Context: an optimization exercise on an open-source flow, tuned for small area. The choices shown serve that exercise and are no tape-out recipe.
The RTL was checked by simulation tests, not by an equivalence proof against the original design.
No activity file was given, so power comes from the tool's default toggle rates.

// decodeExecute
module decodeExecute
(
  input  logic     CLK,
  input  logic     nRST,
  input  cpuTypesPkg::word_t    instr,
  input  cpuTypesPkg::word_t    pc,
  input  logic     enable,
  input  logic     flush,
  input  logic     wbWen,
  input  cpuTypesPkg::regAddr_t wbReg,
  input  cpuTypesPkg::word_t    wbData,
  output cpuTypesPkg::word_t    exResult,
  output cpuTypesPkg::regAddr_t destReg,
  output logic     regWen,
  output logic     memToReg,
  output logic     dRen,
  output logic     dWen,
  output cpuTypesPkg::word_t    storeData,
  output logic     branchTaken,
  output cpuTypesPkg::word_t    branchTarget
);
  cpuTypesPkg::word_t rdat1;
  cpuTypesPkg::word_t rdat2;
  logic               usePc;
  logic               useRs;
  logic               exValid;
  logic [5:0]         exOp;
  logic [25:0]        exFields;
  logic               exEq;
  cpuTypesPkg::word_t exP;
  cpuTypesPkg::word_t exQ;
  controlDecoder i_controlDecoder (
  ...
clock: 10.0 ns
lec_check: 0
cap_margin: 20
core_margin: 2
core_utilization: 55
cts_buf_list: sky130_fd_sc_hd__clkbuf_16
cts_cluster_diameter: 80
cts_cluster_size: 25
slew_margin: 20
synth_hierarchical: 1
synth_minimum_keep_size: 0
standard.sh (not shown) runs the stock make flow with config.mk's settings and CLKGATE_MAP_FILE= SYNTH_SCRIPT=/design/flow/synth_recipe.tcl, a recipe that flattens the netlist after the stock synthesis.
==> flow/flow/run.sh <==
#!/bin/bash
# The standard ORFS layout (standard.sh, standard synthesis unchanged) with two
# settings changed: ports are buffered with buf_1 instead of the default buffer, and
# clock tree synthesis inserts no dummy loads. Each tool's output is in
# orfs/logs/...; make's own output goes to flow_make.log in the work folder.
set -euo pipefail
export BUFFER_PORTS_ARGS="-buffer_cell sky130_fd_sc_hd__buf_1"
export CTS_ARGS="-sink_clustering_enable -repair_clock_nets -buf_list sky130_fd_sc_hd__clkbuf_8 -sink_clustering_size 16 -sink_clustering_max_diameter 70 -dont_use_dummy_load"
bash standard.sh > flow_make.log 2>&1
==> next run, changes <==
--- a/flow/flow/run.sh
+++ b/flow/flow/run.sh
@@ -6,4 +6,4 @@
 set -euo pipefail
 export BUFFER_PORTS_ARGS="-buffer_cell sky130_fd_sc_hd__buf_1"
-export CTS_ARGS="-sink_clustering_enable -repair_clock_nets -buf_list sky130_fd_sc_hd__clkbuf_8 -sink_clustering_size 16 -sink_clustering_max_diameter 70 -dont_use_dummy_load"
+export CTS_ARGS="-sink_clustering_enable -repair_clock_nets -buf_list sky130_fd_sc_hd__clkbuf_16 -sink_clustering_size 25 -sink_clustering_max_diameter 80 -dont_use_dummy_load"
 bash standard.sh > flow_make.log 2>&1
What happened: The new run ran to the end with no violations. Power grows by 2.3%. Setup slack gets better by 0.12 ns. Routed wire length shrinks by 0.47%. Combinational power hardly moves. Non-clock buffer count does not change.

========
decodeExecute, a different RTL version from the one above (not shown whole).
Size: ~3,700 cells after synthesis, ~210 I/O pins, ~0.054 mm² of cells after synthesis.
export LEC_CHECK = 0
export CAP_MARGIN = 20
export CORE_MARGIN = 2
export CORE_UTILIZATION = 55
export CTS_BUF_LIST = sky130_fd_sc_hd__clkbuf_16
export CTS_CLUSTER_DIAMETER = 80
export CTS_CLUSTER_SIZE = 25
export SLEW_MARGIN = 20
export SYNTH_HIERARCHICAL = 1
export SYNTH_MINIMUM_KEEP_SIZE = 0
create_clock -name core_clock -period 10.0 [get_ports {CLK}]
==> flow/flow/run.sh <==
#!/bin/bash
# The standard ORFS layout (standard.sh, standard synthesis unchanged) with two
# settings changed: ports are buffered with buf_1 instead of the default buffer, and
# clock tree synthesis inserts no dummy loads. Each tool's output is in
# orfs/logs/...; make's own output goes to flow_make.log in the work folder.
set -euo pipefail
export BUFFER_PORTS_ARGS="-buffer_cell sky130_fd_sc_hd__buf_1"
export CTS_ARGS="-sink_clustering_enable -repair_clock_nets -buf_list sky130_fd_sc_hd__clkbuf_16 -sink_clustering_size 25 -sink_clustering_max_diameter 80 -dont_use_dummy_load"
bash standard.sh > flow_make.log 2>&1
==> next run, changes <==
==> flow/run.sh (new file) <==
#!/bin/bash
# synth_recipe.tcl (not shown) runs the flow's synth.tcl, then flattens the netlist and writes it again
# the make line also repeats each setting of config.mk as NAME=value (left out here)
make -C /OpenROAD-flow-scripts/flow DESIGN_CONFIG=/design/flow/config.mk WORK_HOME=/design/flow/orfs CLKGATE_MAP_FILE= SYNTH_SCRIPT=/design/flow/synth_recipe.tcl finish
removed: flow/flow/run.sh
removed: flow/standard.sh
Cell area climbs by about 3.3%; utilization goes up by 1.9 points; first-iteration DRC count hardly moves; worst setup slack loses 0.67 ns; combinational power grows by about 8%; hold slack hardly moves; routed wire length falls by about 0.8%; via count barely changes; power climbs by about 5%; maximum frequency shrinks by 7.0%.

what the ideal ports hide:
The results above use ideal ports. As a check the final layouts listed here were re-extracted and re-timed, cells and wires unchanged.
Step 1 (the two cells are an assumption about what drives the block):
set clk [get_ports {CLK}]
set_driving_cell -lib_cell sky130_fd_sc_hd__clkbuf_16 $clk
set_driving_cell -lib_cell sky130_fd_sc_hd__buf_2 [delete_from_list [all_inputs] $clk]
Step 2, shift: input delay + t, output delay - t, t = (earliest + latest rising clock arrival at the registers) / 2. This alone moves slack from input paths to output paths.
Three values: no drivers, after step 1, after step 2; two values: the first two.
run	shift t [ns]	slack for setup (ns)	cell pins on the clock port's net
the first run of note 1	0.836	1.583 / 1.509 / 2.344	1
the second run of note 1	0.748	1.699 / 1.628 / 2.376	1
the first run of note 2	0.763	1.107 / 1.033 / 1.796	1
the second run of note 2	0.799	0.439 / 0.364 / 1.163	1
After both steps setup and hold are still met in every run listed.
